Background: an optimization exercise with open tools, aiming at small area, a short achievable clock period and few clock cycles per item. Do not read the settings as production practice. The RTL was checked by simulation tests, not by an equivalence proof against the original design. Power is estimated from default activity; no workload was simulated.

File: design/flow/design.v
`timescale 1ns/1ps
module dijkstra_top
(
    input  logic    clk,
    input  logic    reset,
    input  logic    edge_valid,
    input  logic [4-1:0]   node_count,
    input  logic [4-1:0]   edge_src,
    input  logic [4-1:0]   edge_dst,
    input  logic [4-1:0] edge_weight,
    input  logic    edge_last,
    input  logic    dist_ready,
    output logic    edge_ready,
    output logic    dist_valid,
    output logic [4-1:0]   dist_node,
    output logic [8-1:0]   dist_value,
    output logic    dist_last
);
    localparam int NE = 24;
    localparam int NN = 16;
    localparam logic [7:0] INF = 8'd255;
    logic       in_v, in_last;
    logic [3:0] in_a, in_b, in_w, in_last_node;
    logic [3:0] ea [NE];           
    logic [3:0] eb [NE];           
    logic [3:0] ew [NE];           
    logic [NE-1:0] evalid;         
    logic [NE-1:0] dirty;
    logic [4:0] cnt;               
    logic       loaded;            
    logic [3:0] load_last_node;
    logic       dinit;             
    logic [7:0] d [NN];
    logic       fv;
    logic [4:0] fk;
    logic [3:0] fa, fb, fw;
    logic       rv, rok;
    logic [4:0] rk;
    logic [3:0] ra, rb, rw;
    logic [7:0] rda, rdb;
    logic [4:0] rr;                
    logic [3:0] s_idx, s_last_node;
    logic [NN-1:0] own;
    always_comb for (int i = 0; i < NN; i++) own[i] = (i == 0) || !dist_valid || (4'(i) < s_idx);
    logic [NE-1:0] hi_mask, cand_hi;
    logic          any_dirty, any_hi;
    logic [4:0]    pick_lo, pick_hi, pick;
    always_comb begin
        for (int j = 0; j < NE; j++) hi_mask[j] = (5'(j) >= rr);
        cand_hi   = dirty & hi_mask;
        any_dirty = |dirty;
        any_hi    = |cand_hi;
        pick_lo = '0;
        for (int j = NE-1; j >= 0; j--) if (dirty[j]) pick_lo = 5'(j);
        pick_hi = '0;
        for (int j = NE-1; j >= 0; j--) if (cand_hi[j]) pick_hi = 5'(j);
        pick = any_hi ? pick_hi : pick_lo;
    end
    wire do_pick = any_dirty;
    function automatic logic improves(input logic [7:0] dto, input logic [7:0] dfrom,
                                      input logic [3:0] w);
        logic [9:0] x, y, z, s, c;
        logic [10:0] t;
        x = {2'b00, dto};
        y = {2'b11, ~dfrom};
        z = {6'b111111, ~w};
        s = x ^ y ^ z;
        c = {(x[8:0] & y[8:0]) | (x[8:0] & z[8:0]) | (y[8:0] & z[8:0]), 1'b0};
        t = {s, 1'b1} + {c, 1'b1};     
        improves = ~t[10];
    endfunction
    logic [8:0] ca, cb;            
    logic       upd_a, upd_b, chg, bounce;
    logic [3:0] wnode;
    logic [7:0] wval;
    always_comb begin
        cb = {1'b0, rda} + {5'b0, rw};
        ca = {1'b0, rdb} + {5'b0, rw};
        upd_b  = rv && rok && improves(rdb, rda, rw);
        upd_a  = rv && rok && improves(rda, rdb, rw);    
        chg    = upd_a || upd_b;
        bounce = rv && !rok;
        wnode  = upd_b ? rb : ra;
        wval   = upd_b ? cb[7:0] : ca[7:0];
    end
    logic [NE-1:0] ma, mb, mark;
    always_comb begin
        for (int j = 0; j < NE; j++) begin
            ma[j] = evalid[j] && (ea[j] == ra || eb[j] == ra) &&
                    !(rk == 5'(j)) && !(fv && fk == 5'(j));
            mb[j] = evalid[j] && (ea[j] == rb || eb[j] == rb) &&
                    !(rk == 5'(j)) && !(fv && fk == 5'(j));
            mark[j] = (upd_a && ma[j]) || (upd_b && mb[j]);
        end
    end
    logic [7:0] fda, fdb;
    always_comb begin
        if (upd_b && rb == fa)      fda = cb[7:0];
        else if (upd_a && ra == fa) fda = ca[7:0];
        else                        fda = d[fa];
        if (upd_b && rb == fb)      fdb = cb[7:0];
        else if (upd_a && ra == fb) fdb = ca[7:0];
        else                        fdb = d[fb];
    end
    logic [NN-1:0] reached;
    always_comb for (int i = 0; i < NN; i++) reached[i] = own[i] && (d[i] != INF);
    logic new_dirty;
    always_comb new_dirty = reached[in_a] || reached[in_b] ||
                            (upd_a && (in_a == ra || in_b == ra)) ||
                            (upd_b && (in_a == rb || in_b == rb));
    always_comb for (int j = 0; j < NE; j++) evalid[j] = 5'(j) < cnt;
    wire done   = loaded && !any_dirty && !fv && !rv && !dist_valid;
    wire s_fire = dist_valid && dist_ready;
    always_ff @(posedge clk) begin
        if (!reset) begin
            in_v       <= 1'b0;
            edge_ready <= 1'b1;
            dirty      <= '0;
            cnt        <= '0;
            loaded     <= 1'b0;
            dinit      <= 1'b1;
            fv         <= 1'b0;
            rv         <= 1'b0;
            rr         <= '0;
            dist_valid <= 1'b0;
        end else begin
            dinit <= 1'b0;
            in_v <= edge_valid && edge_ready;
            if (edge_valid && edge_ready && edge_last) edge_ready <= 1'b0;
            if (in_v) begin
                cnt         <= cnt + 1'b1;
                if (in_last) loaded <= 1'b1;
            end
            for (int j = 0; j < NE; j++) begin
                if (do_pick && pick == 5'(j))
                    dirty[j] <= 1'b0;
                else if (mark[j] || (bounce && rk == 5'(j)))
                    dirty[j] <= 1'b1;
            end
            if (in_v) dirty[cnt] <= new_dirty;
            fv <= do_pick;
            rv <= fv;
            if (do_pick) rr <= (pick == 5'(NE-1)) ? 5'd0 : pick + 1'b1;
            if (done) begin
                loaded      <= 1'b0;
                dirty       <= '0;
                cnt         <= '0;
                edge_ready  <= 1'b1;
                dist_valid  <= 1'b1;
                s_idx       <= '0;
                s_last_node <= load_last_node;
                dist_last   <= 1'b0;
                dist_value  <= 8'd0;            
            end else if (s_fire) begin
                if (dist_last) dist_valid <= 1'b0;
                s_idx      <= s_idx + 1'b1;
                dist_last  <= (s_idx + 1'b1) == s_last_node;
                dist_value <= d[s_idx + 1'b1];
            end
        end
    end
    always_ff @(posedge clk) begin
        in_a    <= edge_src;
        in_b    <= edge_dst;
        in_w    <= edge_weight;
        in_last <= edge_last;
        in_last_node <= node_count - 1'b1;
        if (in_v) begin
            ea[cnt] <= in_a;
            eb[cnt] <= in_b;
            ew[cnt] <= in_w;
            load_last_node <= in_last_node;
        end
        if (do_pick) begin
            fk <= pick;
            fa <= ea[pick];
            fb <= eb[pick];
            fw <= ew[pick];
        end
        if (fv) begin
            rk  <= fk;
            ra  <= fa;
            rb  <= fb;
            rw  <= fw;
            rda <= fda;
            rdb <= fdb;
            rok <= own[fa] && own[fb];
        end
        d[0] <= 8'd0;
        for (int i = 1; i < NN; i++) begin
            if (dinit)
                d[i] <= INF;
            else if (chg && wnode == 4'(i))
                d[i] <= wval;
            else if (dist_valid && s_idx == 4'(i))
                d[i] <= INF;           
        end
    end
    assign dist_node = s_idx;
endmodule
File: design/flow/run.sh
#!/bin/bash
# synth_recipe.tcl (not shown) runs the flow's synth.tcl, then flattens the netlist and writes it again
# the make line also repeats each setting of config.mk as NAME=value (left out here)
make -C /OpenROAD-flow-scripts/flow DESIGN_CONFIG=/design/flow/config.mk WORK_HOME=/design/flow/orfs CLKGATE_MAP_FILE= SYNTH_SCRIPT=/design/flow/synth_recipe.tcl finish
File: design/flow/constraint.sdc
create_clock -name core_clock -period 12.0 [get_ports {clk}]
set_input_delay 2.4000 -clock core_clock [delete_from_list [all_inputs] [get_ports {clk}]]
set_output_delay 2.4000 -clock core_clock [all_outputs]
set_load 0.01 [all_outputs]
File: design/flow/config.mk
export PLATFORM = sky130hd
export DESIGN_NAME = dijkstra_top
export DESIGN_NICKNAME = dijkstra_top
export VERILOG_FILES = /design/flow/design.v
export SDC_FILE = /design/flow/constraint.sdc
export NUM_CORES = 4
export LEC_CHECK = 0
export CAP_MARGIN = 20
export CORE_MARGIN = 2
export CORE_UTILIZATION = 40
export SLEW_MARGIN = 20
==> results_dict.tcl, run 1 <==
set metrics [dict create \
    synth_area_sq_um 34100 \
    root_buffer "clkbuf_16" \
    synth_flop_cell "edfxtp_1" \
    setup-violations-final 0 \
    fin_util 0.446 \
    ys_types 94 \
    synth_edf_count 368 \
    cts_resized 0 \
    yosys_warnings 2 \
    async_flop_share 0 \
    slowest_delay_ns 0.77 \
    maxCapViolCount 0 \
    p_leak_nw 13.7 \
    cts-buffers-inserted 66 \
    routed-via-count 29100 \
    clock_sinks 546 \
    drv_slew 0 \
    yosys_register_bits 546 \
    ir_drop_mv 0.126 \
    layout_setup_ws_ns 6.60 \
    fmax_mhz 185 \
    maxSlewHeadroom 0.196 \
    die_w_um 296 \
    first_pass_iters 8 \
    grt_pass1_vias 27800 \
    grt_util_all_layers 0.306 \
    vias_per_cell 6.35 \
    routabilityCongestion 1.02 \
    status "complete, no violations" \
    dp_slack_ns 6.71 \
    fin_crit_sh 0.450 \
    grt_max_degree 66 \
    boundaryPins 36 \
    dieHeight_um 296 \
    cts_tree "yes" \
    insertion_delay_ns 0.64 \
    wl_per_cell_um 29.6 \
    ys_top_cells_by_area "edfxtp_1, dfxtp_1, mux2i_1, xor2_1, xnor2_1" \
    endpoint_kind "register" \
    dieArea_sq_um 87700 \
    core_sq_um 84900 \
    timing.final.hold_violations 0 \
    synthAdderAreaFrac 0.0257 \
    io_buffers 35 \
    final_common_cell "edfxtp_1" \
    fin_skew_ns 0.0430 \
    hpwlAfterDp_um 92900 \
    cp_max_fo 59 \
    grt_pass1_wl_um 196000 \
    syn2layout_area_growth_pct 10.9 \
    p_per_area_nw_per_um2 116 \
    wirelength_um 136000 \
    start_util 0.402 \
    synth_top_area_frac 0.324 \
    drc 0 \
    crit_slowest_cell "dfxtp_1" \
    rows 107 \
    tns_ns 0 \
    yosysTopAreaCell "edfxtp_1" \
    syn_inst 3429 \
    cp_cell_sequence "inv_1 -> o311a_1 -> a31oi_1 -> o2111ai_1 -> nand4_2 -> nand2_2 -> inv_4 -> buf_4 -> mux4_2 -> a22o_1 -> a221oi_1 -> a22oi_1" \
    cts_max_path_buffers 3 \
    start_kind "register" \
    avgSynthCellArea_sq_um 9.95 \
    path_clk_slew_ns 0.06 \
    finalCriticalPeriod_ns 5.40 \
    muxShareOfSynthArea 0.0828 \
    drt_iter0_markers 4083 \
    final_cell_mix "edfxtp_1, nand2_1, xor2_1" \
    ctsHoldBuffers 0 \
    synthSimpleGateAreaFrac 0.156 \
    antenna_found_initial 3 \
    final_nets 3468 \
    rsz0062_at_grt "false" \
    antenna_left 0 \
    synth_xor_area_frac 0.114 \
    syn_nets 3514 \
    layout-drive-gt1-share 0.101 \
    hold_slack_ns 0.399 \
    hold_class "register to register" \
    crit_type "register to register" \
    worstMarginPinSlew_ns 1.20 \
    num_antenna_cells 0 \
    cts_htree_levels 3 \
    crit_arrival_ns 5.77 \
    synth_compound_area_frac 0.156 \
    cts_setup_buffers 0 \
    grt_overflow_total 0 \
    synth_top_family_by_area "compound AO/OA/AOI/OAI gates" \
    ys_seq_area_frac 0.428 \
    required_ns 12.36 \
]
## cell type report
type	instances	area [sq um]
timing repair buffer	116	956
fill	8164	47000
clock inverter	28	340
multi-input combinational	2578	18400
tap	1144	1430
sequential	546	14600
clock buffer	93	1830
inverter	75	284
## worst paths after layout
check	from	endpoint	slack (ns)	cells after the start
worst max-delay path	rr[4]$_SDFFE_PN0P_	fa[0]$_DFFE_PP_	6.60	12
worst min-delay path	in_last_node[3]$_DFF_P_	load_last_node[3]$_DFFE_PP_	0.40	0
worst max register to register	rr[4]$_SDFFE_PN0P_	fa[0]$_DFFE_PP_	6.60	12
worst min register to register	in_last_node[3]$_DFF_P_	load_last_node[3]$_DFFE_PP_	0.40	0
## logic make-up after synthesis
group / count (synthesis)
AOI/OAI and AO/OA: 733
DFF: 546
xor gates and xnor gates: 443
buffers and inverters: 305
adders and majority gates: 64
and+or+nand+nor: 1084
muxes: 254
## metrics by stage
step	area [sq um]	power [W]	std cells
CTS	37800	0.00441	4578
detailed placement	35600	0.00241	4457
global placement	35600	0.00241	4456
floorplan	34100	0.00228	3429
global route	37800	0.00450	4580
finish	37800	0.00439	4580
## registers in the layout, indices dropped and copies added, names as in the netlist, 5 cells and up
register / cells
d: 120
ea: 100
eb: 100
ew: 96
dirty: 24
dist_value: 8
rda: 8
rdb: 8
cnt: 5
fk: 5
rk: 5
rr: 5
## worst max-delay path: cells and delay by family, from the launching register on
kind	cells	cell delay, ns
flops	1	0.77
mux	1	0.59
buf+inv	3	1.76
simple gates	2	0.59
compound gates	6	1.36
## cells in the mapped netlist (79+ instances only)
cell and instances:
a21o_1 83, a21oi_1 93, clkbuf_1 150, dfxtp_1 178, edfxtp_1 368, mux2i_1 202, nand2_1 313, nand3_1 106
nand4_1 79, nor2_1 229, o21ai_0 104, xnor2_1 214, xor2_1 229
## per-layer routing
layer,up-vias,GRT usage,part of all wire
li1,12600,-,-
met1,14200,0.395,0.39
met2,1807,0.479,0.45
met3,444,0.0640,0.10
met4,6,0.165,0.061
met5,-,0,0.00030
## report_power, final
part	leakage (nW)	internal [W]	switching (W)
combinational	7.84	0.000106	0.000227
sequential	4.76	0.00203	0.0000251
clock	1.06	0.00115	0.000853
Testbench counts, summed over its fixed seeds: cycles 12,684, jobs 320.
==> run 2: changes to the inputs <==
--- a/design/flow/design.v
+++ b/design/flow/design.v
@@ -84,13 +84,9 @@
         wval   = upd_b ? cb[7:0] : ca[7:0];
     end
-    logic [NE-1:0] ma, mb, mark;
+    logic [NE-1:0] mark;
     always_comb begin
-        for (int j = 0; j < NE; j++) begin
-            ma[j] = evalid[j] && (ea[j] == ra || eb[j] == ra) &&
-                    !(rk == 5'(j)) && !(fv && fk == 5'(j));
-            mb[j] = evalid[j] && (ea[j] == rb || eb[j] == rb) &&
-                    !(rk == 5'(j)) && !(fv && fk == 5'(j));
-            mark[j] = (upd_a && ma[j]) || (upd_b && mb[j]);
-        end
+        for (int j = 0; j < NE; j++)
+            mark[j] = chg && evalid[j] && (ea[j] == wnode || eb[j] == wnode) &&
+                      !(rk == 5'(j)) && !(fv && fk == 5'(j));
     end
     logic [7:0] fda, fdb;
==> results_dict.tcl, run 2 <==
set metrics [dict create \
    setup-violations-final 0 \
    num_antenna_cells 0 \
    fmax_mhz 189 \
    yosys_warnings 2 \
    ys_top_cells_by_area "edfxtp_1, dfxtp_1, xnor2_1, mux2i_1, nand2_1" \
    start_util 0.404 \
    routed-via-count 26500 \
    grt_overflow_total 0 \
    maxCapViolCount 0 \
    grt_pass1_wl_um 179000 \
    cts-buffers-inserted 58 \
    cp_max_fo 50 \
    crit_type "register to register" \
    ir_drop_mv 0.123 \
    yosys_register_bits 546 \
    largest_register "d" \
    fin_skew_ns 0.0411 \
    maxSlewHeadroom 0.208 \
    yosysMostFrequentCell "edfxtp_1" \
    endpoint_kind "register" \
    boundaryPins 36 \
    fin_area_sq_um 34900 \
    hold_class "register to register" \
    synth_area_sq_um 31300 \
    status "complete, no violations" \
    path_buf_inv 2 \
    final_nets 3091 \
    grt_util_all_layers 0.299 \
    grt_max_degree 93 \
    worstMarginPinSlew_ns 1.19 \
    hold_slack_ns 0.403 \
    wl_per_cell_um 30.1 \
    drv_slew 0 \
    vias_per_cell 6.47 \
    io_buffers 35 \
    rows 102 \
    grt_pass1_vias 25700 \
    syn2layout_area_growth_pct 11.6 \
    p_per_area_nw_per_um2 127 \
    routabilityCongestion 1.06 \
    fin_crit_sh 0.442 \
    final_cell_mix "edfxtp_1, nand2_1, xnor2_1" \
    async_flop_share 0 \
    clock_sinks 546 \
    synth_top_area_frac 0.353 \
    rsz0062_at_grt "false" \
    syn_inst 3031 \
    crit_slowest_cell "dfxtp_1" \
    fill_cells 7227 \
    dieArea_sq_um 80500 \
    synth_edf_count 368 \
    path_delay_family "compound AO/OA/AOI/OAI gates" \
    cp_cell_sequence "nand2_1 -> o211ai_1 -> o221a_2 -> o21ai_1 -> a221oi_1 -> a21o_4 -> inv_4 -> buf_4 -> mux4_2 -> mux2i_1 -> nor3_1 -> a311o_1" \
    synth_flop_cell "edfxtp_1" \
    cts_max_path_buffers 3 \
    finalCriticalPeriod_ns 5.30 \
    cts_tree "yes" \
    hpwlAfterDp_um 86700 \
    insertion_delay_ns 0.66 \
    ctsHoldBuffers 0 \
    wirelength_um 123000 \
    cts_resized 0 \
    start_kind "register" \
    tns_ns 0 \
    syn_nets 3116 \
    path_clk_slew_ns 0.06 \
    core_sq_um 77500 \
    yosysTopAreaCell "edfxtp_1" \
    first_pass_iters 10 \
    post_dp_cell_area_sq_um 32900 \
    layout-drive-gt1-share 0.111 \
    cts_setup_buffers 0 \
    required_ns 12.40 \
    ys_seq_area_frac 0.467 \
    ys_top_cells_by_count "edfxtp_1, nand2_1, xnor2_1" \
    ys_types 87 \
    antenna_left 0 \
    drc 0 \
    slowest_delay_ns 0.88 \
    timing.final.hold_violations 0 \
    largest_register_ffs 120 \
    final_common_cell "edfxtp_1" \
    placed_cells 3983 \
    cts_htree_levels 2 \
    root_buffer "clkbuf_16" \
    die_w_um 284 \
    stdcell_count 4095 \
    drt_iter0_markers 3511 \
    p_total_w 0.00443 \
    avgSynthCellArea_sq_um 10.3 \
    layout_top_registers "d: 120 flops, ea: 104 flops" \
    dieHeight_um 284 \
    crit_arrival_ns 5.70 \
    antenna_found_initial 4 \
    p_leak_nw 11.9 \
]
-- run 2: cell types whose count changed after synthesis, sizes merged, moves of 21 or more --
cell / previous run / this run
nand3: 111 / 71
o21ai: 111 / 90
mux2i: 202 / 158
xor2: 229 / 17
a32oi: 35 / 14
mux4: 19 / 43
nand2: 317 / 260
a21oi: 93 / 140
o41ai: 40 / 13
nor2: 231 / 174
nor3: 40 / 91
-- run 2: final cells by class --
cell class,instances,area (sq um),share of cell area
Clock inverter,43,482,0.0138
Multi-Input combinational cell,2204,15700,0.450
Timing Repair Buffer,121,1020,0.0291
Clock buffer,66,1500,0.0430
Tap cell,1040,1300,0.0372
Sequential cell,546,14600,0.418
Inverter,75,287,0.00820
-- run 2: per-layer routing --
metal	global-route usage	vias up	wire, um
met1	0.376	13100	47200
met5	0	-	13
met4	0.172	2	8310
met3	0.0539	434	11100
li1	-	11300	-
met2	0.482	1640	56800
-- run 2: where the power goes --
group	leakage, nW	total, W	internal (W)	switching, W
clock	0.937	0.00187	0.00106	0.000807
combinational	6.20	0.000492	0.000162	0.000330
sequential	4.76	0.00208	0.00204	0.0000377
-- run 2: stage by stage --
stage	utilization	worst slack [ns]
floorplan	-	7.77
global placement	0.424	6.70
detailed placement	0.425	6.78
CTS	0.450	6.88
global route	0.451	6.48
finish	0.451	6.70
-- run 2: final timing paths --
kind	startpoint	slack [ns]	to	depth (start not counted)
setup reg to reg	rr[2]$_SDFFE_PN0P_	6.70	fb[2]$_DFFE_PP_	12
hold / removal	in_last_node[2]$_DFF_P_	0.40	load_last_node[2]$_DFFE_PP_	0
setup / recovery	rr[2]$_SDFFE_PN0P_	6.70	fb[2]$_DFFE_PP_	12
hold reg to reg	in_last_node[2]$_DFF_P_	0.40	load_last_node[2]$_DFFE_PP_	0
-- run 2: kinds of logic (layout without fill, tap and decap cells) --
group / count (synthesis) / in the layout / synth area share
compound gates: 686 / 686 / 0.152
xor+xnor: 251 / 251 / 0.0702
fa+ha+maj: 64 / 64 / 0.0280
buf+inv: 281 / 305 / 0.0368
flops: 546 / 546 / 0.467
mux: 223 / 223 / 0.0894
simple gates: 980 / 980 / 0.157
Testbench counts of run 2, summed over its fixed seeds: cycles 12,684, jobs 320.
==> run 3: changes to the inputs <==
--- a/design/flow/config.mk
+++ b/design/flow/config.mk
@@ -6,6 +6,8 @@
 export NUM_CORES = 4
 export LEC_CHECK = 0
-export CAP_MARGIN = 20
+export CAP_MARGIN = 50
 export CORE_MARGIN = 2
 export CORE_UTILIZATION = 40
-export SLEW_MARGIN = 20
+export CTS_CLUSTER_DIAMETER = 100
+export CTS_CLUSTER_SIZE = 24
+export SLEW_MARGIN = 60
==> results_dict.tcl, run 3 <==
set metrics [dict create \
    yosys_warnings 2 \
    final_nets 3081 \
    start_util 0.404 \
    worstHoldPathCells 0 \
    synth_edf_count 368 \
    dieArea_sq_um 80500 \
    slowest_delay_ns 0.48 \
    worstMarginPinSlew_ns 0.645 \
    post_dp_cell_area_sq_um 33400 \
    root_buffer "clkbuf_16" \
    status "complete, no violations" \
    dieHeight_um 284 \
    cts-buffers-inserted 30 \
    grt_max_degree 93 \
    hpwlAfterDp_um 87200 \
    maxSlewHeadroom 0.565 \
    vias_per_cell 6.47 \
    synth_area_sq_um 31300 \
    cts_htree_levels 1 \
    antenna_found_initial 4 \
    drt_iter0_markers 3714 \
    required_ns 12.49 \
    boundaryPins 36 \
    final_common_cell "edfxtp_1" \
    start_kind "register" \
    layout_top_registers "d: 120 flops, ea: 104 flops" \
    tns_ns 0 \
    largest_register_ffs 120 \
    final_cell_mix "edfxtp_1, nand2_1, xnor2_1" \
    synth_flop_cell "edfxtp_1" \
    placed_cells 3998 \
    finalCriticalPeriod_ns 4.84 \
    crit_arrival_ns 5.33 \
    routed-via-count 26300 \
    fill_cells 7278 \
    fin_util 0.445 \
    cts_setup_buffers 0 \
    reg2reg_setup_slack_ns 7.16 \
    fmax_mhz 207 \
    critical_path.most_common_cell "a221oi_1" \
    rows 102 \
    drc 0 \
    syn_nets 3116 \
    hold_slack_ns 0.412 \
    fin_skew_ns 0.0841 \
    path_clk_slew_ns 0.10 \
    die_w_um 284 \
    ys_top_cells_by_area "edfxtp_1, dfxtp_1, xnor2_1, mux2i_1, nand2_1" \
    wirelength_um 123000 \
    endpoint_kind "register" \
    cts_max_path_buffers 3 \
    cp_max_fo 36 \
    rsz0062_at_grt "false" \
    core_sq_um 77500 \
    p_leak_nw 11.7 \
    crit_slowest_cell "fa_1" \
    layout-drive-gt1-share 0.121 \
    drv_slew 0 \
    ys_types 87 \
    grt_overflow_total 0 \
    setup-violations-final 0 \
    min_delay_worst_endpoint "load_last_node[3]$_DFFE_PP_" \
    wl_per_cell_um 30.4 \
    ys_top_cells_by_count "edfxtp_1, nand2_1, xnor2_1" \
    r2r_cells 16 \
    grt_util_all_layers 0.298 \
    routabilityCongestion 1.06 \
    hp-start "in_last_node[3]$_DFF_P_" \
    yosysTopAreaCell "edfxtp_1" \
    fin_crit_sh 0.403 \
    async_flop_share 0 \
    grt_pass1_vias 25500 \
    worstReg2RegStart "rw[1]$_DFFE_PP_" \
    clock_sinks 546 \
    syn2layout_area_growth_pct 10.2 \
    ys_seq_area_frac 0.467 \
    cp_cell_sequence "inv_1 -> fa_1 -> ha_1 -> a21o_1 -> a21oi_1 -> o21ai_0 -> a21boi_2 -> buf_4 -> mux2_2 -> clkbuf_8 -> xnor2_1 -> nand4_1 -> a221oi_1 -> dlymetal6s2s_1 -> a221oi_1 -> o22ai_1" \
    antenna_left 0 \
    r2r_end "dirty[11]$_SDFF_PP0_" \
    cts_tree "yes" \
    hold_class "register to register" \
    avgSynthCellArea_sq_um 10.3 \
    synth_top_area_frac 0.353 \
    fin_area_sq_um 34500 \
    timing.final.hold_violations 0 \
    cts_resized 0 \
    insertion_delay_ns 0.69 \
    crit_type "register to register" \
    p_per_area_nw_per_um2 109 \
    io_buffers 35 \
    maxCapViolCount 0 \
    yosys_register_bits 546 \
    syn_inst 3031 \
    ir_drop_mv 0.136 \
    stdcell_count 4062 \
    first_pass_iters 9 \
    ctsHoldBuffers 0 \
    yosysMostFrequentCell "edfxtp_1" \
    largest_register "d" \
    grt_pass1_wl_um 179000 \
]
run 3: worst max path at each step:
stage                      endpoint  cells after the start  slack (ns)          startpoint
6_report       dirty[11]$_SDFF_PP0_                     16        7.16     rw[1]$_DFFE_PP_
5_1_grt         dirty[9]$_SDFF_PP0_                     16        6.82     rw[1]$_DFFE_PP_
4_1_cts             fb[2]$_DFFE_PP_                     12        7.11  rr[4]$_SDFFE_PN0P_
3_5_place_dp        fb[2]$_DFFE_PP_                     12        7.14  rr[4]$_SDFFE_PN0P_
3_3_place_gp   dirty[21]$_SDFF_PP0_                      6        6.70               reset
2_1_floorplan  d[8][0]$_SDFFE_PP1P_                     15        7.77     rw[1]$_DFFE_PP_
run 3: where the power goes:
part           internal, W  leakage [nW]  switching [W]
sequential         0.00203          4.77      0.0000357
clock             0.000499         0.465       0.000676
combinational     0.000170          6.43       0.000338
run 3: area by class of cell:
type | count | area, sq um | area share
multi-input combinational | 2204 | 16100 | 0.466
clock buffer | 47 | 825 | 0.0239
inverter | 75 | 287 | 0.00831
tap | 1040 | 1300 | 0.0377
clock inverter | 9 | 159 | 0.00461
antenna | 2 | 5.00 | 0.000145
sequential | 546 | 14600 | 0.424
timing repair buffer | 139 | 1220 | 0.0353
run 3: routing by layer:
layer,GRT usage,part of all wire
met2,0.488,0.46
met4,0.161,0.066
met5,0,0.00037
met1,0.373,0.38
met3,0.0539,0.091
run 3: critical path: cells and delay by family (launching register included):
| kind | cells | cell delay (ns) |
|---|---|---|
| flops | 1 | 0.43 |
| buf+inv | 4 | 1.19 |
| xor+xnor | 1 | 0.22 |
| simple gates | 1 | 0.28 |
| fa+ha+maj | 2 | 0.80 |
| mux | 1 | 0.40 |
| compound gates | 7 | 1.32 |
run 3: kinds of logic (layout without fill, tap and decap cells):
family,after synthesis,count (layout),synth area share
mux,223,223,0.0894
flops,546,546,0.467
fa+ha+maj,64,64,0.0280
buf+inv,281,270,0.0368
compound gates,686,686,0.152
simple gates,980,980,0.157
other cells,0,2,0
xor+xnor,251,251,0.0702
run 3: metrics by stage:
step / total power, W / setup slack, ns
3_3_place_gp: 0.00259 / 6.70
2_1_floorplan: 0.00240 / 7.77
4_1_cts: 0.00377 / 7.11
6_report: 0.00375 / 7.16
5_1_grt: 0.00388 / 6.82
3_5_place_dp: 0.00260 / 7.14
==> run 4: changes to the inputs <==
--- a/design/flow/config.mk
+++ b/design/flow/config.mk
@@ -11,3 +11,3 @@
 export CTS_CLUSTER_DIAMETER = 100
 export CTS_CLUSTER_SIZE = 24
-export SLEW_MARGIN = 60
+export SLEW_MARGIN = 70
==> results_dict.tcl, run 4 <==
set metrics [dict create \
    fin_skew_ns 0.0752 \
    cp_max_fo 31 \
    wl_met2_um 56800 \
    switching_share 0.280 \
    ys_seq_area_frac 0.467 \
    startpoint "rw[1]$_DFFE_PP_" \
    dp_slack_ns 7.21 \
    ff_latch_area_sq_um 14700 \
    status "complete, no violations" \
    path_clk_slew_ns 0.09 \
    reg2reg_setup_slack_ns 7.25 \
    final_nets 3110 \
    pwr-share-comb 0.140 \
    p_clk_frac 0.312 \
    routabilityCongestion 1.06 \
    routed-via-count 26400 \
    setup.worst_path.end "d[11][1]$_SDFFE_PP1P_" \
    final_cell_mix "edfxtp_1, nand2_1, xnor2_1" \
    die_w_um 284 \
    timing.final.hold_violations 0 \
    hp-start "in_last_node[2]$_DFF_P_" \
    io_buffers 35 \
    cts_setup_buffers 0 \
    start_kind "register" \
    multi_input_area_sq_um 16400 \
    m1WireLength_um 47000 \
    yosys_warnings 2 \
    cts-buffers-inserted 30 \
    r2r_end "d[11][1]$_SDFFE_PP1P_" \
    async_flop_share 0 \
    ys_types 87 \
    largest_register_ffs 120 \
    synth_area_sq_um 31300 \
    hold_class "register to register" \
    yosys_register_bits 546 \
    synth_top_area_frac 0.353 \
    fill_cells 7192 \
    grt_pass1_vias 25600 \
    cts_max_path_buffers 3 \
    first_pass_iters 9 \
    p_leak_nw 11.9 \
    antenna_left 0 \
    root_buffer "clkbuf_16" \
    dieHeight_um 284 \
    yosysTopAreaCell "edfxtp_1" \
    antenna_found_initial 3 \
    layout-drive-gt1-share 0.153 \
    ir_drop_mv 0.157 \
    start_util 0.404 \
    yosysMostFrequentCell "edfxtp_1" \
    endpoint_kind "register" \
    hpwlAfterDp_um 88200 \
    avgSynthCellArea_sq_um 10.3 \
    rsz0062_at_grt "false" \
    cts_resized 0 \
    worstMarginPinSlew_ns 0.519 \
    met3WireLength_um 11100 \
    boundaryPins 36 \
    crit_arrival_ns 5.27 \
    dieArea_sq_um 80500 \
    fmax_mhz 211 \
    maxCapViolCount 0 \
    syn_nets 3116 \
    core_sq_um 77500 \
    seqPwrFrac 0.548 \
    p_per_area_nw_per_um2 107 \
    ys_top_cells_by_area "edfxtp_1, dfxtp_1, xnor2_1, mux2i_1, nand2_1" \
    vias_per_cell 6.45 \
    maxSlewHeadroom 0.654 \
    finalCriticalPeriod_ns 4.75 \
    cts_tree "yes" \
    p_total_w 0.00378 \
    syn2layout_area_growth_pct 12.6 \
    layout_top_registers "d: 120 flops, ea: 104 flops" \
    r2r_cells 16 \
    clock_sinks 546 \
    tns_ns 0 \
    synth_flop_cell "edfxtp_1" \
    p_sw_w 0.00106 \
    drt_iter0_markers 3747 \
    synth_edf_count 368 \
    insertion_delay_ns 0.69 \
    fin_crit_sh 0.396 \
    ys_top_cells_by_count "edfxtp_1, nand2_1, xnor2_1" \
    largest_register "d" \
    p_int_w 0.00272 \
    worstReg2RegStart "rw[1]$_DFFE_PP_" \
    crit_type "register to register" \
    cts_htree_levels 1 \
    final_common_cell "edfxtp_1" \
    setup-violations-final 0 \
    required_ns 12.52 \
    drc 0 \
    wl_per_cell_um 30.2 \
    wirelength_um 124000 \
    grt_util_all_layers 0.298 \
    grt_max_degree 59 \
    grt_pass1_wl_um 179000 \
    drv_slew 0 \
    grt_overflow_total 0 \
    maxUsedRoutingLayer "met5" \
    syn_inst 3031 \
    layout_setup_ws_ns 7.25 \
    ctsHoldBuffers 0 \
    rows 102 \
]
==> run 4: through the flow <==
| step | hold slack, ns | utilization | cells | area (sq um) |
|---|---|---|---|---|
| 2_1_floorplan | 0.386 | - | 3031 | 31300 |
| 3_3_place_gp | 0.391 | 0.424 | 3982 | 32900 |
| 3_5_place_dp | 0.391 | 0.440 | 4030 | 34100 |
| 4_1_cts | 0.415 | 0.453 | 4086 | 35100 |
| 5_1_grt | 0.431 | 0.455 | 4089 | 35200 |
| 6_report | 0.414 | 0.455 | 4094 | 35300 |
==> run 4: logic make-up (layout without fill, tap and decap cells) <==
| kind of cell | count (synthesis) | count (layout) | synth area share |
|---|---|---|---|
| flip-flops | 546 | 546 | 0.467 |
| adder cells (fa/ha/maj) | 64 | 64 | 0.0280 |
| other | 0 | 5 | 0 |
| AND/OR/NAND/NOR | 980 | 980 | 0.157 |
| multiplexers | 223 | 223 | 0.0894 |
| buffers and inverters | 281 | 299 | 0.0368 |
| AO/OA/AOI/OAI | 686 | 686 | 0.152 |
| XOR/XNOR | 251 | 251 | 0.0702 |
==> run 4: layout make-up <==
type                       count  area share
tap                         1040      0.0369
multi-input combinational   2204       0.466
timing repair buffer         168      0.0447
clock inverter                11     0.00422
sequential                   546       0.416
inverter                      75     0.00827
antenna                        5    0.000355
clock buffer                  45      0.0235
==> run 4: critical path, stage by stage (launching register included) <==
cell	delay, ns
edfxtp_1	0.43
inv_1	0.27
fa_1	0.48
ha_1	0.31
a21o_1	0.18
a21oi_1	0.16
o21ai_0	0.15
a21boi_2	0.15
buf_4	0.37
mux2_2	0.41
buf_8	0.21
nand2_1	0.32
nor4_4	0.05
clkdlybuf4s18_2	0.28
clkdlybuf4s18_2	0.29
or3_1	0.36
a21o_1	0.18
==> run 4: per-layer routing <==
| layer | vias up | track usage |
|---|---|---|
| met5 | - | 0 |
| met4 | 2 | 0.167 |
| met3 | 429 | 0.0532 |
| met2 | 1567 | 0.485 |
| met1 | 13000 | 0.375 |
| li1 | 11300 | - |
==> run 4: worst min-delay path by stage <==
stage | endpoint | cells past startpoint
finish | load_last_node[2]$_DFFE_PP_ | 0
global route | load_last_node[0]$_DFFE_PP_ | 0
CTS | load_last_node[2]$_DFFE_PP_ | 0
detailed placement | load_last_node[2]$_DFFE_PP_ | 0
global placement | load_last_node[3]$_DFFE_PP_ | 0
floorplan | load_last_node[0]$_DFFE_PP_ | 0
==> run 4: power by group through the flow <==
stage | registers, W | clock network, W | logic, W
after floorplan | 0.00210 | 0 | 0.000302
after global placement | 0.00211 | 0 | 0.000475
after detailed placement | 0.00211 | 0 | 0.000512
after CTS | 0.00207 | 0.00120 | 0.000514
after global routing | 0.00207 | 0.00127 | 0.000556
final | 0.00207 | 0.00118 | 0.000528
==> run 5: changes to the inputs <==
--- a/design/flow/config.mk
+++ b/design/flow/config.mk
@@ -8,6 +8,6 @@
 export CAP_MARGIN = 50
 export CORE_MARGIN = 2
-export CORE_UTILIZATION = 40
+export CORE_UTILIZATION = 50
 export CTS_CLUSTER_DIAMETER = 100
 export CTS_CLUSTER_SIZE = 24
-export SLEW_MARGIN = 70
+export SLEW_MARGIN = 60
==> results_dict.tcl, run 5 <==
set metrics [dict create \
    io_buffers 35 \
    routed-via-count 26600 \
    final_common_cell "edfxtp_1" \
    antenna_found_initial 6 \
    crit_slowest_cell "a221oi_1" \
    hpwlAfterDp_um 90100 \
    final_cell_mix "edfxtp_1, nand2_1, xnor2_1" \
    status "complete, no violations" \
    fin_crit_sh 0.403 \
    rsz0062_at_grt "false" \
    insertion_delay_ns 0.69 \
    m1WireLength_um 51300 \
    grt_pass1_vias 24900 \
    syn2layout_area_growth_pct 9.69 \
    tns_ns 0 \
    dieHeight_um 254 \
    yosys_warnings 2 \
    final_nets 3083 \
    avgSynthCellArea_sq_um 10.3 \
    rows 91 \
    maxCapViolCount 0 \
    ctsHoldBuffers 0 \
    async_flop_share 0 \
    crit_type "register to register" \
    drc 0 \
    synth_edf_count 368 \
    die_w_um 254 \
    ys_top_cells_by_count "edfxtp_1, nand2_1, xnor2_1" \
    yosysTopAreaCell "edfxtp_1" \
    wl_met2_um 53600 \
    synth_top_area_frac 0.353 \
    syn_inst 3031 \
    critical_path.most_common_cell "a221oi_1" \
    dieArea_sq_um 64600 \
    grt_max_degree 87 \
    layout-drive-gt1-share 0.125 \
    p_leak_nw 11.7 \
    grt_util_all_layers 0.385 \
    ys_types 87 \
    yosysMostFrequentCell "edfxtp_1" \
    antenna_left 0 \
    ys_seq_area_frac 0.467 \
    path_clk_slew_ns 0.09 \
    cts_setup_buffers 0 \
    dp_slack_ns 7.26 \
    yosys_register_bits 546 \
    cts_htree_levels 1 \
    fmax_mhz 207 \
    fin_area_sq_um 34300 \
    grt_overflow_total 0 \
    cts_max_path_buffers 3 \
    path_buf_inv 3 \
    fin_skew_ns 0.0597 \
    cp_max_fo 36 \
    ys_top_cells_by_area "edfxtp_1, dfxtp_1, xnor2_1, mux2i_1, nand2_1" \
    start_kind "register" \
    vias_per_cell 6.88 \
    endpoint_kind "register" \
    ir_drop_mv 0.135 \
    fill_cells 5346 \
    routabilityCongestion 1.03 \
    post_dp_cell_area_sq_um 33200 \
    hold_class "register to register" \
    first_pass_iters 7 \
    synth_area_sq_um 31300 \
    required_ns 12.59 \
    largest_register_ffs 120 \
    drt_iter0_markers 3954 \
    grt_pass1_wl_um 180000 \
    cts_resized 0 \
    path_delay_family "compound AO/OA/AOI/OAI gates" \
    slowest_delay_ns 0.61 \
    cts_tree "yes" \
    root_buffer "clkbuf_16" \
    met3WireLength_um 15200 \
    layout_top_registers "d: 120 flops, ea: 104 flops" \
    drv_slew 0 \
    synth_flop_cell "edfxtp_1" \
    boundaryPins 36 \
    cts-buffers-inserted 31 \
    start_util 0.506 \
    timing.final.hold_violations 0 \
    reg2reg_setup_slack_ns 7.17 \
    wl_per_cell_um 32.4 \
    largest_register "d" \
    setup-violations-final 0 \
    layout_setup_ws_ns 7.17 \
    clock_sinks 546 \
    p_per_area_nw_per_um2 111 \
    worstMarginPinSlew_ns 0.664 \
    finalCriticalPeriod_ns 4.83 \
    maxSlewHeadroom 0.557 \
    cp_cell_sequence "inv_1 -> fa_1 -> ha_1 -> a21o_1 -> a21oi_1 -> o21ai_0 -> a21boi_2 -> buf_4 -> mux2_2 -> buf_6 -> xnor2_1 -> nand4_1 -> a221oi_1 -> a221oi_1 -> o22ai_1" \
    wirelength_um 125000 \
    core_sq_um 61800 \
    crit_arrival_ns 5.42 \
    maxUsedRoutingLayer "met5" \
    syn_nets 3116 \
]
## run 5: worst register-to-register path, cell delays in order, from the launching register on
cell and delay [ns]:
edfxtp_1 0.43, inv_1 0.28, fa_1 0.48, ha_1 0.32, a21o_1 0.18, a21oi_1 0.15, o21ai_0 0.13, a21boi_2 0.14
buf_4 0.37, mux2_2 0.28, buf_6 0.45, xnor2_1 0.24, nand4_1 0.35, a221oi_1 0.62, a221oi_1 0.18, o22ai_1 0.16
## run 5: kinds of logic after synthesis
family                     share of synthesized area
AOI/OAI and AO/OA                              0.152
xor gates and xnor gates                      0.0702
adders and majority gates                     0.0280
buffers and inverters                         0.0368
DFF                                            0.467
muxes                                         0.0894
and+or+nand+nor                                0.157
## run 5: through the flow
step	cells	power, W	util	hold WS [ns]
2_1_floorplan	3031	0.00240	-	0.386
3_3_place_gp	3784	0.00259	0.528	0.393
3_5_place_dp	3802	0.00261	0.538	0.391
4_1_cts	3860	0.00379	0.554	0.415
5_1_grt	3860	0.00390	0.555	0.427
6_report	3864	0.00380	0.555	0.410
## run 5: area by class of cell
type                       count  area, sq um  area share
sequential                   546        14600       0.426
inverter                      75          289     0.00842
antenna                        4         10.0    0.000291
clock inverter                11          174     0.00506
clock buffer                  47          836      0.0243
timing repair buffer         140         1170      0.0340
tap                          837         1050      0.0305
multi-input combinational   2204        16200       0.471
## run 5: path summary, 6_finish.rpt
| check | start | endpoint | depth (start not counted) |
|---|---|---|---|
| worst max-delay path | rw[1]$_DFFE_PP_ | dirty[9]$_SDFF_PP0_ | 15 |
| worst min-delay path | in_last_node[3]$_DFF_P_ | load_last_node[3]$_DFFE_PP_ | 0 |
| worst max register to register | rw[1]$_DFFE_PP_ | dirty[9]$_SDFF_PP0_ | 15 |
| worst min register to register | in_last_node[3]$_DFF_P_ | load_last_node[3]$_DFFE_PP_ | 0 |
## run 5: layer usage
layer	up-vias	track usage
met5	-	0
met3	318	0.102
met2	1724	0.570
met4	2	0.127
met1	13200	0.548
li1	11300	-
## run 5: report_power, final
part | leakage, nW | switching [W] | total (W) | internal (W)
Clock | 0.482 | 0.000701 | 0.00122 | 0.000514
Sequential | 4.77 | 0.0000329 | 0.00207 | 0.00203
Combinational | 6.43 | 0.000347 | 0.000517 | 0.000170
==> run 6: changes to the inputs <==
--- a/design/flow/config.mk
+++ b/design/flow/config.mk
@@ -8,5 +8,5 @@
 export CAP_MARGIN = 50
 export CORE_MARGIN = 2
-export CORE_UTILIZATION = 50
+export CORE_UTILIZATION = 30
 export CTS_CLUSTER_DIAMETER = 100
 export CTS_CLUSTER_SIZE = 24
==> results_dict.tcl, run 6 <==
set metrics [dict create \
    reg2reg_setup_slack_ns 7.25 \
    cts-buffers-inserted 28 \
    ctsHoldBuffers 0 \
    largest_register_ffs 120 \
    synth_compound_area_frac 0.152 \
    antenna_found_initial 7 \
    r2r_end "d[1][6]$_SDFFE_PP1P_" \
    crit_slowest_cell "buf_4" \
    worstReg2RegStart "rw[1]$_DFFE_PP_" \
    status "complete, no violations" \
    yosysTopAreaCell "edfxtp_1" \
    path_clk_slew_ns 0.10 \
    crit_arrival_ns 5.30 \
    layout-drive-gt1-share 0.124 \
    ys_seq_area_frac 0.467 \
    rsz0062_at_grt "false" \
    ys_top_cells_by_count "edfxtp_1, nand2_1, xnor2_1" \
    largest_register "d" \
    placed_cells 4340 \
    grt_pass1_wl_um 173000 \
    boundaryPins 36 \
    grt_overflow_total 0 \
    final_nets 3079 \
    yosysMostFrequentCell "edfxtp_1" \
    wl_per_cell_um 27.3 \
    drc 0 \
    endpoint_kind "register" \
    hpwlAfterDp_um 84900 \
    path_delay_family "buffers and inverters" \
    cts_resized 0 \
    die_w_um 327 \
    required_ns 12.55 \
    maxSlewHeadroom 0.551 \
    wirelength_um 120000 \
    drt_iter0_markers 3470 \
    drv_slew 0 \
    async_flop_share 0 \
    critical_path.most_common_cell "buf_4" \
    grt_util_all_layers 0.217 \
    yosys_warnings 2 \
    p_total_w 0.00367 \
    synth_area_sq_um 31300 \
    tns_ns 0 \
    hp-start "in_last_node[1]$_DFF_P_" \
    final_cell_mix "edfxtp_1, nand2_1, xnor2_1" \
    synthSimpleGateAreaFrac 0.157 \
    min_delay_worst_endpoint "load_last_node[1]$_DFFE_PP_" \
    cts_htree_levels 1 \
    timing.final.hold_violations 0 \
    p_leak_nw 11.6 \
    setup-violations-final 0 \
    worstHoldPathCells 0 \
    synthAdderAreaFrac 0.0280 \
    ir_drop_mv 0.129 \
    path_buf_inv 4 \
    fill_cells 10400 \
    fin_crit_sh 0.396 \
    hold_class "register to register" \
    synth_xor_area_frac 0.0702 \
    grt_pass1_vias 24300 \
    maxCapViolCount 0 \
    hold_slack_ns 0.412 \
    finalCriticalPeriod_ns 4.75 \
    root_buffer "clkbuf_16" \
    slowest_delay_ns 0.50 \
    p_per_area_nw_per_um2 105 \
    io_buffers 35 \
    syn_nets 3116 \
    stdcell_count 4397 \
    core_sq_um 103000 \
    routed-via-count 26000 \
    avgSynthCellArea_sq_um 10.3 \
    cp_max_fo 24 \
    syn2layout_area_growth_pct 11.3 \
    ys_types 87 \
    cts_tree "yes" \
    syn_inst 3031 \
    worstMarginPinSlew_ns 0.666 \
    start_kind "register" \
    antenna_left 0 \
    rows 118 \
    layout_top_registers "d: 120 flops, ea: 104 flops" \
    muxShareOfSynthArea 0.0894 \
    dieArea_sq_um 107000 \
    crit_type "register to register" \
    synth_edf_count 368 \
    cts_max_path_buffers 3 \
    yosys_register_bits 546 \
    final_common_cell "edfxtp_1" \
    routabilityCongestion 1.04 \
    fin_skew_ns 0.0240 \
    start_util 0.302 \
    first_pass_iters 10 \
    vias_per_cell 5.90 \
    dieHeight_um 327 \
    grt_max_degree 76 \
    cts_setup_buffers 0 \
    clock_sinks 546 \
    r2r_cells 15 \
    synth_flop_cell "edfxtp_1" \
    synth_top_family_by_area "simple AND/OR/NAND/NOR gates" \
    ys_top_cells_by_area "edfxtp_1, dfxtp_1, xnor2_1, mux2i_1, nand2_1" \
    insertion_delay_ns 0.66 \
    cp_cell_sequence "inv_1 -> fa_1 -> ha_1 -> a21o_1 -> a21oi_1 -> o21ai_0 -> a21boi_2 -> buf_4 -> mux2i_4 -> buf_4 -> nand2_1 -> nor4_2 -> buf_4 -> a21oi_1 -> or2_2" \
    synth_top_area_frac 0.353 \
    fmax_mhz 210 \
]
## run 6: cell counts after synthesis
No cell type changed its count.
## run 6: final cells by class
cell class	count	area, sq um	share of cell area
Inverter	75	287	0.00823
Sequential cell	546	14600	0.420
Tap cell	1380	1730	0.0496
Antenna cell	1	2.50	0.0000718
Clock inverter	9	93.8	0.00269
Clock buffer	43	757	0.0217
Multi-Input combinational cell	2204	16100	0.463
Timing Repair Buffer	139	1220	0.0350
## run 6: where the power goes
part           internal (W)  switching (W)
registers           0.00203      0.0000331
logic              0.000170       0.000330
clock network      0.000452       0.000652
## run 6: kinds of logic (layout without fill, tap and decap cells)
kind of cell	after synthesis	after routing
compound gates	686	686
mux	223	223
flops	546	546
xor+xnor	251	251
fa+ha+maj	64	64
simple gates	980	980
other cells	0	1
buf+inv	281	266
## run 6: how the worst max path moves through the flow
stage / end / slack, ns / cells after the start / from
floorplan: d[8][0]$_SDFFE_PP1P_ / 7.77 / 15 / rw[1]$_DFFE_PP_
global placement: dirty[5]$_SDFF_PP0_ / 6.77 / 13 / rr[4]$_SDFFE_PN0P_
detailed placement: dirty[5]$_SDFF_PP0_ / 7.32 / 15 / rw[1]$_DFFE_PP_
CTS: dirty[5]$_SDFF_PP0_ / 7.27 / 15 / rw[1]$_DFFE_PP_
global route: dirty[7]$_SDFF_PP0_ / 6.95 / 16 / rw[1]$_DFFE_PP_
finish: d[1][6]$_SDFFE_PP1P_ / 7.25 / 15 / rw[1]$_DFFE_PP_
## run 6: through the flow
| stage | setup slack, ns | utilization | instance area [sq um] |
|---|---|---|---|
| detailed placement | 7.32 | 0.327 | 33800 |
| global route | 6.95 | 0.337 | 34800 |
| floorplan | 7.77 | - | 31300 |
| CTS | 7.27 | 0.335 | 34700 |
| finish | 7.25 | 0.337 | 34800 |
| global placement | 6.77 | 0.322 | 33300 |
## run 6: per-layer routing
layer / track usage / wire length [um] / part of all wire
met5: 0 / 45 / 0.00037
met4: 0.0964 / 6370 / 0.053
met3: 0.0340 / 10300 / 0.086
met2: 0.350 / 54800 / 0.46
met1: 0.288 / 48500 / 0.40
==> run 7: changes to the inputs <==
--- a/design/flow/config.mk
+++ b/design/flow/config.mk
@@ -8,5 +8,5 @@
 export CAP_MARGIN = 50
 export CORE_MARGIN = 2
-export CORE_UTILIZATION = 30
+export CORE_UTILIZATION = 45
 export CTS_CLUSTER_DIAMETER = 100
 export CTS_CLUSTER_SIZE = 24
==> results_dict.tcl, run 7 <==
set metrics [dict create \
    grt_use_met3 0.0780 \
    layout_setup_ws_ns 7.18 \
    setup.worst_path.end "dirty[9]$_SDFF_PP0_" \
    post_dp_cell_area_sq_um 33300 \
    antenna_left 0 \
    r2r_cells 16 \
    root_buffer "clkbuf_16" \
    hpwlAfterDp_um 91600 \
    cts_setup_buffers 0 \
    maxSlewHeadroom 0.570 \
    start_kind "register" \
    cts_htree_levels 1 \
    ctsHoldBuffers 0 \
    layout-drive-gt1-share 0.122 \
    drc 0 \
    yosysTopAreaCell "edfxtp_1" \
    worstReg2RegStart "rw[1]$_DFFE_PP_" \
    fin_crit_sh 0.402 \
    grt_max_degree 66 \
    reg2reg_setup_slack_ns 7.18 \
    drt_iter0_markers 3873 \
    crit_slowest_cell "fa_1" \
    worst-path-stages 16 \
    dieArea_sq_um 71700 \
    worstMarginPinSlew_ns 0.638 \
    ys_seq_area_frac 0.467 \
    cts_tree "yes" \
    core_sq_um 68700 \
    ys_top_cells_by_area "edfxtp_1, dfxtp_1, xnor2_1, mux2i_1, nand2_1" \
    crit_arrival_ns 5.40 \
    yosys_register_bits 546 \
    r2r_end "dirty[9]$_SDFF_PP0_" \
    io_buffers 35 \
    grt_pass1_wl_um 181000 \
    vias_per_cell 6.68 \
    endpoint_kind "register" \
    first_pass_iters 8 \
    yosysMostFrequentCell "edfxtp_1" \
    layout_top_registers "d: 120 flops, ea: 104 flops" \
    fmax_mhz 207 \
    final_nets 3090 \
    path_clk_slew_ns 0.10 \
    use_met1 0.465 \
    syn2layout_area_growth_pct 9.79 \
    rsz0062_at_grt "false" \
    final_common_cell "edfxtp_1" \
    cp_max_fo 37 \
    largest_register_ffs 120 \
    largest_register "d" \
    rows 96 \
    grt_util_all_layers 0.349 \
    synth_edf_count 368 \
    cts_max_path_buffers 3 \
    timing.final.hold_violations 0 \
    cp_cell_sequence "inv_1 -> fa_1 -> ha_1 -> a21o_1 -> a21oi_1 -> o21ai_0 -> a21boi_2 -> buf_4 -> mux2_2 -> buf_6 -> xnor2_1 -> nand4_1 -> a221oi_1 -> dlymetal6s2s_1 -> a221oi_1 -> o22ai_1" \
    drv_slew 0 \
    path_delay_family "compound AO/OA/AOI/OAI gates" \
    slowest_delay_ns 0.49 \
    grt.busiest_layer "met2" \
    ys_types 87 \
    insertion_delay_ns 0.65 \
    crit_type "register to register" \
    syn_inst 3031 \
    start_util 0.456 \
    clock_sinks 546 \
    wl_per_cell_um 31.9 \
    routed-via-count 26500 \
    ys_top_cells_by_count "edfxtp_1, nand2_1, xnor2_1" \
    grt_pass1_vias 25200 \
    required_ns 12.58 \
    maxCapViolCount 0 \
    antenna_found_initial 6 \
    die_w_um 268 \
    dp_slack_ns 7.24 \
    status "complete, no violations" \
    synth_area_sq_um 31300 \
    dieHeight_um 268 \
    routabilityCongestion 1.04 \
    synth_flop_cell "edfxtp_1" \
    setup-violations-final 0 \
    tns_ns 0 \
    synth_top_area_frac 0.353 \
    fin_area_sq_um 34400 \
    startpoint "rw[1]$_DFFE_PP_" \
    fin_util 0.500 \
    p_per_area_nw_per_um2 109 \
    use_met2 0.550 \
    syn_nets 3116 \
    critical_path.most_common_cell "a221oi_1" \
    cts_resized 0 \
    final_cell_mix "edfxtp_1, nand2_1, xnor2_1" \
    p_leak_nw 11.7 \
    hp-start "in_last_node[0]$_DFF_P_" \
    hold_class "register to register" \
    grt_overflow_total 0 \
    boundaryPins 36 \
    avgSynthCellArea_sq_um 10.3 \
    finalCriticalPeriod_ns 4.82 \
    path_buf_inv 4 \
    ir_drop_mv 0.162 \
    yosys_warnings 2 \
    wirelength_um 127000 \
    async_flop_share 0 \
    fin_skew_ns 0.0416 \
    cts-buffers-inserted 30 \
]
==> run 7: cells by family (layout without fill, tap and decap cells) <==
family	Yosys count	after routing	synth area share
other	0	4	0
buffers and inverters	281	278	0.0368
flip-flops	546	546	0.467
XOR/XNOR	251	251	0.0702
AND/OR/NAND/NOR	980	980	0.157
adder cells (fa/ha/maj)	64	64	0.0280
multiplexers	223	223	0.0894
AO/OA/AOI/OAI	686	686	0.152
==> run 7: stage by stage <==
stage          power, W  hold slack, ns  std cells
5_1_grt         0.00387           0.430       3959
2_1_floorplan   0.00240           0.386       3031
6_report        0.00376           0.415       3963
4_1_cts         0.00376           0.411       3958
3_3_place_gp    0.00259           0.389       3887
3_5_place_dp    0.00261           0.389       3903
==> run 7: metal layers <==
layer  part of all wire  vias to the layer above
met3               0.11                      358
met5            0.00018                        -
li1                   -                    11300
met2               0.45                     1677
met1               0.39                    13200
met4              0.051                        4
==> run 7: power breakdown <==
part	switching (W)	internal (W)
clock	0.000675	0.000503
sequential	0.0000353	0.00203
combinational	0.000343	0.000171
total	0.00105	0.00271
==> run 7: layout make-up <==
class	instances	area, sq um
Multi-Input combinational cell	2204	16100
Clock inverter	8	118
Fill cell	6224	34300
Timing Repair Buffer	148	1240
Tap cell	931	1160
Sequential cell	546	14600
Clock buffer	47	836
Inverter	75	289
Antenna cell	4	10.0
==> run 7: worst min-delay path by stage <==
stage                                   to  slack, ns  depth (start not counted)
4_1_cts        load_last_node[0]$_DFFE_PP_       0.41                          0
3_3_place_gp   load_last_node[3]$_DFFE_PP_       0.39                          0
2_1_floorplan  load_last_node[0]$_DFFE_PP_       0.39                          0
6_report       load_last_node[0]$_DFFE_PP_       0.42                          0
5_1_grt        load_last_node[1]$_DFFE_PP_       0.43                          0
3_5_place_dp   load_last_node[0]$_DFFE_PP_       0.39                          0
==> run 7: worst reg2reg max path, delay by kind of cell (launching register included) <==
| kind | cells | cell delay, ns |
|---|---|---|
| and+or+nand+nor | 1 | 0.37 |
| adders and majority gates | 2 | 0.81 |
| buffers and inverters | 4 | 1.17 |
| xor gates and xnor gates | 1 | 0.27 |
| DFF | 1 | 0.44 |
| muxes | 1 | 0.43 |
| AOI/OAI and AO/OA | 7 | 1.29 |
==> run 8: changes to the inputs <==
--- a/design/flow/config.mk
+++ b/design/flow/config.mk
@@ -8,5 +8,5 @@
 export CAP_MARGIN = 50
 export CORE_MARGIN = 2
-export CORE_UTILIZATION = 45
+export CORE_UTILIZATION = 28
 export CTS_CLUSTER_DIAMETER = 100
 export CTS_CLUSTER_SIZE = 24
==> results_dict.tcl, run 8 <==
set metrics [dict create \
    crit_arrival_ns 5.32 \
    synth_top_area_frac 0.353 \
    drv_slew 0 \
    wl_met2_um 54100 \
    wl_per_cell_um 26.6 \
    synth_edf_count 368 \
    grt_max_degree 80 \
    final_nets 3072 \
    clock_sinks 546 \
    dp_slack_ns 7.21 \
    fmax_mhz 209 \
    wirelength_um 120000 \
    routed-via-count 25800 \
    ir_drop_mv 0.117 \
    syn_nets 3116 \
    p_leak_nw 11.5 \
    boundaryPins 36 \
    met3WireLength_um 10600 \
    hold_class "register to register" \
    largest_register "d" \
    start_kind "register" \
    layout_setup_ws_ns 7.23 \
    path_clk_slew_ns 0.11 \
    grt_pass1_vias 24700 \
    routabilityCongestion 1.03 \
    syn2layout_area_growth_pct 11.4 \
    fin_crit_sh 0.398 \
    core_sq_um 111000 \
    tns_ns 0 \
    cts-buffers-inserted 27 \
    fin_skew_ns 0.0235 \
    status "complete, no violations" \
    worstMarginPinSlew_ns 0.641 \
    layout-drive-gt1-share 0.120 \
    dieArea_sq_um 115000 \
    root_buffer "clkbuf_16" \
    yosys_warnings 2 \
    ys_seq_area_frac 0.467 \
    antenna_found_initial 8 \
    cts_tree "yes" \
    cts_resized 0 \
    fin_area_sq_um 34900 \
    setup-violations-final 0 \
    post_dp_cell_area_sq_um 33900 \
    yosys_register_bits 546 \
    final_common_cell "edfxtp_1" \
    insertion_delay_ns 0.66 \
    yosysTopAreaCell "edfxtp_1" \
    die_w_um 338 \
    yosysMostFrequentCell "edfxtp_1" \
    rows 122 \
    maxUsedRoutingLayer "met5" \
    synth_area_sq_um 31300 \
    hpwlAfterDp_um 84300 \
    ff_latch_area_sq_um 14600 \
    drc 0 \
    ys_types 87 \
    cts_max_path_buffers 3 \
    final_cell_mix "edfxtp_1, nand2_1, xnor2_1" \
    cts_setup_buffers 0 \
    cp_max_fo 23 \
    layout_top_registers "d: 120 flops, ea: 104 flops" \
    fill_cells 11500 \
    rsz0062_at_grt "false" \
    antenna_left 0 \
    ys_top_cells_by_count "edfxtp_1, nand2_1, xnor2_1" \
    ys_top_cells_by_area "edfxtp_1, dfxtp_1, xnor2_1, mux2i_1, nand2_1" \
    timing.final.hold_violations 0 \
    required_ns 12.55 \
    multi_input_area_sq_um 16100 \
    largest_register_ffs 120 \
    cts_htree_levels 1 \
    ctsHoldBuffers 0 \
    fin_util 0.315 \
    maxSlewHeadroom 0.572 \
    grt_pass1_wl_um 174000 \
    synth_flop_cell "edfxtp_1" \
    start_util 0.283 \
    endpoint_kind "register" \
    maxCapViolCount 0 \
    async_flop_share 0 \
    p_per_area_nw_per_um2 104 \
    syn_inst 3031 \
    grt_util_all_layers 0.201 \
    m1WireLength_um 49000 \
    dieHeight_um 338 \
    p_total_w 0.00364 \
    vias_per_cell 5.73 \
    avgSynthCellArea_sq_um 10.3 \
    io_buffers 35 \
    crit_type "register to register" \
    finalCriticalPeriod_ns 4.77 \
    grt_overflow_total 0 \
    first_pass_iters 7 \
    drt_iter0_markers 3472 \
]
==> run 8: layer usage <==
layer	GRT usage	vias up
li1	-	11300
met1	0.268	12800
met2	0.320	1366
met3	0.0371	335
met4	0.0833	6
met5	0	-
==> run 8: report_power, final <==
group | internal, W | total, W | switching (W)
logic | 0.000169 | 0.000497 | 0.000329
clock network | 0.000435 | 0.00108 | 0.000644
registers | 0.00203 | 0.00207 | 0.0000332
total | 0.00264 | 0.00364 | 0.00101
==> run 8: cells by family after synthesis <==
group | share of synthesized area
simple gates | 0.157
compound gates | 0.152
flops | 0.467
buf+inv | 0.0368
xor+xnor | 0.0702
mux | 0.0894
fa+ha+maj | 0.0280
==> run 8: critical path, cell delays in order, from the launching register on <==
cell and delay [ns]:
edfxtp_1 0.43, inv_1 0.26, fa_1 0.47, ha_1 0.31, a21o_1 0.18, a21oi_1 0.14, o21ai_0 0.14, a21boi_2 0.14
buf_4 0.37, mux2_4 0.47, buf_4 0.38, nand2_1 0.24, nor4_2 0.41, buf_4 0.30, a21oi_1 0.09, or2_2 0.28
==> run 8: final timing paths <==
check,from,end,slack [ns],cells past startpoint
min reg2reg,in_last_node[2]$_DFF_P_,load_last_node[2]$_DFFE_PP_,0.41,0
max reg2reg,rw[1]$_DFFE_PP_,d[6][3]$_SDFFE_PP1P_,7.23,15
max,rw[1]$_DFFE_PP_,d[6][3]$_SDFFE_PP1P_,7.23,15
min,in_last_node[2]$_DFF_P_,load_last_node[2]$_DFFE_PP_,0.41,0
==> run 8: final cells by class <==
class | count | share of cell area
inverter | 75 | 0.00821
timing repair buffer | 133 | 0.0335
tap | 1488 | 0.0534
clock inverter | 5 | 0.00169
clock buffer | 45 | 0.0213
antenna | 5 | 0.000359
sequential | 546 | 0.420
multi-input combinational | 2204 | 0.462
==> run 8: per-stage QoR <==
| stage | cells | hold slack (ns) |
|---|---|---|
| finish | 4501 | 0.410 |
| global route | 4496 | 0.428 |
| CTS | 4493 | 0.414 |
| detailed placement | 4443 | 0.391 |
| global placement | 4431 | 0.391 |
| floorplan | 3031 | 0.386 |
==> run 9: changes to the inputs <==
--- a/design/flow/config.mk
+++ b/design/flow/config.mk
@@ -8,6 +8,6 @@
 export CAP_MARGIN = 50
 export CORE_MARGIN = 2
-export CORE_UTILIZATION = 28
+export CORE_UTILIZATION = 30
 export CTS_CLUSTER_DIAMETER = 100
 export CTS_CLUSTER_SIZE = 24
-export SLEW_MARGIN = 60
+export SLEW_MARGIN = 70
==> results_dict.tcl, run 9 <==
set metrics [dict create \
    root_buffer "clkbuf_16" \
    ctsHoldBuffers 0 \
    synth_area_sq_um 31300 \
    largest_register "d" \
    ys_types 87 \
    wl_per_cell_um 27.2 \
    cts_max_path_buffers 3 \
    crit_type "register to register" \
    use_met2 0.354 \
    synth_edf_count 368 \
    stdcell_count 4437 \
    core_sq_um 103000 \
    avgSynthCellArea_sq_um 10.3 \
    die_w_um 327 \
    grt_pass1_vias 24700 \
    ff_latch_area_sq_um 14700 \
    synth_top_family_by_area "simple AND/OR/NAND/NOR gates" \
    fill_cells 10400 \
    dp_slack_ns 7.33 \
    finalCriticalPeriod_ns 4.70 \
    grt_max_degree 59 \
    path_clk_slew_ns 0.09 \
    ir_drop_mv 0.122 \
    tns_ns 0 \
    drt_iter0_markers 3364 \
    hold_class "register to register" \
    pwr-share-comb 0.140 \
    p_sw_w 0.00103 \
    crit_slowest_cell "fa_1" \
    p_leak_nw 11.9 \
    fmax_mhz 213 \
    ys_seq_area_frac 0.467 \
    worstMarginPinSlew_ns 0.493 \
    cp_cell_sequence "inv_1 -> fa_1 -> ha_1 -> a21o_1 -> a21oi_1 -> o21ai_0 -> a21boi_2 -> buf_4 -> mux2_2 -> buf_8 -> nand2_1 -> nor4_4 -> clkdlybuf4s18_2 -> clkdlybuf4s18_2 -> or3_1 -> a21o_1" \
    slowest_delay_ns 0.47 \
    placed_cells 4375 \
    syn_nets 3116 \
    p_clk_frac 0.302 \
    grt_overflow_total 0 \
    final_nets 3117 \
    status "complete, no violations" \
    largest_register_ffs 120 \
    dieArea_sq_um 107000 \
    synth_compound_area_frac 0.152 \
    drc 0 \
    layout_top_registers "d: 120 flops, ea: 104 flops" \
    p_int_w 0.00267 \
    antenna_found_initial 6 \
    antenna_left 0 \
    routed-via-count 26100 \
    grt_util_all_layers 0.219 \
    yosys_warnings 2 \
    timing.final.hold_violations 0 \
    hpwlAfterDp_um 86300 \
    final_cell_mix "edfxtp_1, nand2_1, xnor2_1" \
    final_common_cell "edfxtp_1" \
    switching_share 0.279 \
    fin_util 0.344 \
    synth_flop_cell "edfxtp_1" \
    grt_pass1_wl_um 175000 \
    layout-drive-gt1-share 0.146 \
    rsz0062_at_grt "false" \
    cts_htree_levels 1 \
    yosysMostFrequentCell "edfxtp_1" \
    yosys_register_bits 546 \
    maxCapViolCount 0 \
    multi_input_area_sq_um 16400 \
    start_util 0.302 \
    insertion_delay_ns 0.67 \
    cts-buffers-inserted 28 \
    maxSlewHeadroom 0.671 \
    ys_top_cells_by_count "edfxtp_1, nand2_1, xnor2_1" \
    synthAdderAreaFrac 0.0280 \
    setup-violations-final 0 \
    ys_top_cells_by_area "edfxtp_1, dfxtp_1, xnor2_1, mux2i_1, nand2_1" \
    first_pass_iters 8 \
    io_buffers 35 \
    synthSimpleGateAreaFrac 0.157 \
    vias_per_cell 5.89 \
    routabilityCongestion 1.04 \
    use_met1 0.284 \
    grt.busiest_layer "met2" \
    fin_area_sq_um 35600 \
    synth_xor_area_frac 0.0702 \
    grt_use_met3 0.0398 \
    boundaryPins 36 \
    p_per_area_nw_per_um2 104 \
    cts_setup_buffers 0 \
    start_kind "register" \
    drv_slew 0 \
    rows 118 \
    cp_max_fo 31 \
    async_flop_share 0 \
    fin_skew_ns 0.0348 \
    crit_arrival_ns 5.24 \
    post_dp_cell_area_sq_um 34500 \
    wirelength_um 121000 \
    syn_inst 3031 \
    endpoint_kind "register" \
    dieHeight_um 327 \
    required_ns 12.54 \
    syn2layout_area_growth_pct 13.7 \
    layout_setup_ws_ns 7.30 \
    yosysTopAreaCell "edfxtp_1" \
    seqPwrFrac 0.558 \
    muxShareOfSynthArea 0.0894 \
    fin_crit_sh 0.392 \
    clock_sinks 546 \
    synth_top_area_frac 0.353 \
    cts_resized 0 \
    cts_tree "yes" \
]
## run 9: cell counts after synthesis
Identical to the previous run, type by type.
## run 9: final cells by class
cell class | instances | share of cell area
timing repair buffer | 177 | 0.0463
antenna | 3 | 0.000211
clock buffer | 45 | 0.0215
inverter | 75 | 0.00826
clock inverter | 7 | 0.00264
sequential | 546 | 0.412
tap | 1380 | 0.0485
multi-input combinational | 2204 | 0.461
## run 9: stage by stage
step                      power (W)  hold WS [ns]
after CTS                   0.00371         0.413
after global placement      0.00258         0.390
after global routing        0.00382         0.418
after detailed placement    0.00261         0.389
after floorplan             0.00240         0.386
final                       0.00370         0.411
## run 9: per-layer routing
layer | vias to the layer above | part of all wire
li1 | 11400 | -
met3 | 372 | 0.084
met2 | 1381 | 0.46
met4 | 2 | 0.054
met5 | - | 0.00011
met1 | 13000 | 0.40
## run 9: path summary, 6_finish.rpt
check | startpoint | to | slack (ns) | cells after the start
worst max-delay path | rw[1]$_DFFE_PP_ | d[11][5]$_SDFFE_PP1P_ | 7.30 | 16
worst min-delay path | in_last_node[2]$_DFF_P_ | load_last_node[2]$_DFFE_PP_ | 0.41 | 0
worst max register to register | rw[1]$_DFFE_PP_ | d[11][5]$_SDFFE_PP1P_ | 7.30 | 16
worst min register to register | in_last_node[2]$_DFF_P_ | load_last_node[2]$_DFFE_PP_ | 0.41 | 0
## run 9: logic make-up after synthesis
logic type               count (synthesis)
AND/OR/NAND/NOR                        980
AO/OA/AOI/OAI                          686
flip-flops                             546
buffers and inverters                  281
XOR/XNOR                               251
multiplexers                           223
adder cells (fa/ha/maj)                 64
## run 9: power groups by stage
stage          logic, W  clock network (W)  registers [W]
2_1_floorplan  0.000302                  0        0.00210
3_3_place_gp   0.000474                  0        0.00211
3_5_place_dp   0.000501                  0        0.00211
4_1_cts        0.000503            0.00114        0.00207
5_1_grt        0.000550            0.00120        0.00207
6_report       0.000520            0.00112        0.00206
## run 9: worst max-delay path, delay by kind of cell, from the launching register on
family / cells / cell delay [ns]
simple gates: 3 / 0.73
flops: 1 / 0.43
buf+inv: 5 / 1.44
mux: 1 / 0.40
fa+ha+maj: 2 / 0.78
compound gates: 5 / 0.76

-- static timing again, ports no longer ideal --
No port has a modelled driver above. Below, the same layouts with a new extraction and two added sets of constraints. Step 1 (the two cells are an assumption about what drives the block):
set clk [get_ports {clk}]
set_driving_cell -lib_cell sky130_fd_sc_hd__clkbuf_16 $clk
set_driving_cell -lib_cell sky130_fd_sc_hd__buf_2 [delete_from_list [all_inputs] $clk]
Step 2, shift: input delay + t, output delay - t, t = (earliest + latest rising clock arrival at the registers) / 2. This alone moves slack from input paths to output paths. Three values: no drivers, after step 1, after step 2; two values: the first two.
run	t, ns	slack for setup (ns)	worst setup path at the end	worst slew at a driven data input, ns
run 1	0.699	6.599 / 6.599 / 6.599	register to register	0.04
run 2	0.705	6.702 / 6.702 / 6.702	register to register	0.04
run 3	0.721	7.162 / 7.162 / 7.162	register to register	0.04
run 4	0.721	7.250 / 7.250 / 7.250	register to register	0.04
run 5	0.728	7.165 / 7.165 / 7.165	register to register	0.06
run 6	0.716	7.247 / 7.247 / 7.247	register to register	0.14
run 7	0.698	7.175 / 7.175 / 7.175	register to register	0.05
run 8	0.725	7.227 / 7.227 / 7.150	input to register	0.15
run 9	0.724	7.299 / 7.299 / 7.299	register to register	0.16
After both steps setup and hold are still met in every run listed. The setup slack of run 8, which loses most, moves by 0.000 ns with the drivers and by -0.077 ns with both steps.
